Context: an optimization exercise on an open-source flow, tuned for a short achievable clock period and few clock cycles. The choices shown serve that exercise and are no tape-out recipe. Function was checked by simulation only, so behaviour that the tests miss may differ from the original. No activity file was given, so power comes from the tool's default toggle rates.

Design tlv_tag_table_extractor, start of the top module:
module tlv_tag_table_extractor #(
   parameter int MAX_TAGS    = 32,
   parameter int STORE_BYTES = 1024
) (
   input  logic        clock,
   input  logic        reset,
   input  logic        req_valid,
   output logic        req_ready,
   input  logic        req_command,
   input  logic [4:0]  req_tag_slot,
   input  logic [23:0] req_tag_bytes,
   input  logic [7:0]  req_data_byte,
   input  logic        req_last_byte,
   output logic        rsp_valid,
   input  logic        rsp_ready,
   output logic [4:0]  rsp_tag_index,
   output logic [7:0]  rsp_value_byte,
   output logic        rsp_value_valid,
   output logic        rsp_value_end,
   output logic [9:0]  rsp_store_offset,
   output logic        rsp_message_done,
   output logic [2:0]  rsp_status,
   input  logic        csr_wr_en,
   input  logic [5:0]  csr_wr_data
);
For scale: roughly 15,000 cells after synthesis, about 2,500 flip-flops, about 81 I/O pins, ~130,000 um2 of cells after synthesis.
Settings: LEC_CHECK=0, CAP_MARGIN=40, CORE_MARGIN=2, CORE_UTILIZATION=30, SLEW_MARGIN=20, TNS_END_PERCENT=100; clock period 10.0 ns.
standard.sh (not shown) runs the stock make flow with config.mk's settings and CLKGATE_MAP_FILE= SYNTH_SCRIPT=/design/flow/synth_recipe.tcl, a recipe that flattens the netlist after the stock synthesis.
==> flow/flow/run.sh <==
#!/bin/bash
# Layout flow: the standard ORFS flow (standard synthesis, placement, CTS,
# routing) at the design's clock period and constraints. Only these settings
# differ: timing repair aims for a larger setup slack, the clock tree uses
# smaller sink clusters with buffers at most 200 um apart (a shorter clock
# insertion delay for every register alike), and the post-route antenna
# repair may iterate more often.
# make's full output goes to flow_make.log in this folder; each ORFS step
# keeps its own log under orfs/logs/.
set -euo pipefail
bash standard.sh SETUP_SLACK_MARGIN=6.7 CTS_CLUSTER_SIZE=20 CTS_CLUSTER_DIAMETER=150 \
   CTS_BUF_DISTANCE=200 MAX_REPAIR_ANTENNAS_ITER_DRT=10 finish > flow_make.log 2>&1
Testbench counts at the start, summed over its fixed seeds: cycles 104,722.
Then changed:
--- a/flow/design.v
+++ b/flow/design.v
@@ -160,27 +160,30 @@
    logic [4:0]    w_n   [W];    
    logic [W-1:0]  w_cl;         
    logic [W-1:0]  tp;           
    logic [W-1:0]  hp;           
    logic [4:0]    cnt;
    logic          adv;          
+   logic [W-1:0]  insr;         
+   logic [W-1:0]  updr;         
+   logic [W-1:0]  hp2r;         
    logic [EW-1:0] u [W];
    always_comb begin
       for (int j = 0; j < W; j++) begin
          logic upd;
          logic [NT-1:0] sel;
          logic [4:0]    n;
-         upd = e_v && !w_cl[j] && !w_n[j][4];
+         upd = updr[j];
          sel = e_m[1];
          if (w_n[j][0]) sel = e_m[2];
          if (w_n[j][1]) sel = e_m[3];
          if (w_n[j][2]) sel = e_m[4];
          if (w_n[j][3]) sel = e_m[5];
          if (!upd) sel = '1;
          n = upd ? {w_n[j][3:0], 1'b1} : w_n[j];
-         if (e_v && tp[j])
+         if (insr[j])
             u[j] = {e_s1, e_s0, 5'd0, e_last, e_last, e_byte, 1'b1};
          else
             u[j] = {w_s1[j] & sel, w_s0[j] & sel, n, w_cl[j] | (e_v & e_last), w_l[j], w_b[j],
                     w_v[j]};
       end
    end
@@ -189,13 +192,13 @@
    logic [EW-1:0] m_h2;
    assign hp1 = {hp[W-2:0], hp[W-1]};
    assign hp2 = {hp1[W-2:0], hp1[W-1]};
    always_comb begin
       m_h2 = '0;
       for (int j = 0; j < W; j++)
-         m_h2 = m_h2 | ({EW{hp2[j]}} & {w_s1[j], w_s0[j], w_n[j], w_cl[j], w_l[j], w_b[j],
+         m_h2 = m_h2 | ({EW{hp2r[j]}} & {w_s1[j], w_s0[j], w_n[j], w_cl[j], w_l[j], w_b[j],
                                         w_v[j]});
    end
    logic [EW-1:0] u_h0;
    logic [EW-1:0] u_h1;
    logic [EW-1:0] u_h2;
    logic [EW-1:0] h0;
@@ -240,18 +243,26 @@
    assign u_h2 = dst_h[2];
    always_ff @(posedge clock) begin
       if (reset) begin
          w_v <= '0;
          cnt <= '0;
          tp  <= W'(1);
+         insr <= '0;
+         updr <= '0;
+         hp2r <= W'(4);
          hp  <= W'(1);
       end else begin
          for (int j = 0; j < W; j++) w_v[j] <= u[j][0] && !(adv && hp[j]);
          cnt <= cnt - 5'(adv) + 5'(e_v);
          if (e_v) tp <= {tp[W-2:0], tp[W-1]};
          if (adv) hp <= hp1;
+         if (adv) hp2r <= {hp2r[W-2:0], hp2r[W-1]};
+         for (int j = 0; j < W; j++) begin
+            updr[j] <= i_v && i_cmd == ttx_pkg::CMD_BYTE && !u[j][10] && !u[j][15];
+            insr[j] <= i_v && i_cmd == ttx_pkg::CMD_BYTE && (e_v ? tp[(j+W-1)%W] : tp[j]);
+         end
       end
       for (int j = 0; j < W; j++) begin
          {w_s1[j], w_s0[j], w_n[j], w_cl[j], w_l[j], w_b[j]} <= u[j][EW-1:1];
       end
    end
    always_ff @(posedge clock) begin
Outcome: The new run passed the timing, design-rule and antenna checks; setup slack gets better by 0.087 ns; power increases by a few percent; first-iteration DRC count decreases by roughly a tenth; non-clock buffer count decreases by 13; global-route usage decreases by 1.7 points; synthesized cell count increases slightly.
Testbench counts after the change, summed over its fixed seeds: cycles 104,722.

re-timing with driven ports:
How much do the figures lean on ideal ports? The routed layouts below were timed once more, with nothing changed but the port constraints. Step 1 assumes that a clkbuf_16 drives the clock port and a buf_2 every other input. Step 2, shift: input delay + t, output delay - t, t = (earliest + latest rising clock arrival at the registers) / 2. This alone moves slack from input paths to output paths. Three values: ideal ports, drivers, drivers and shift; two values: the first two.
run | shift t [ns] | slack for setup (ns) | worst setup path at the end
the first run | 0.941 | 6.476 / 6.476 / 5.934 | input to register
the second run | 0.948 | 6.563 / 6.554 / 5.790 | input to register
After both steps every run listed still meets setup and hold. For the second run, which loses most, drivers alone change the setup slack by -0.009 ns; drivers and shift together by -0.773 ns.
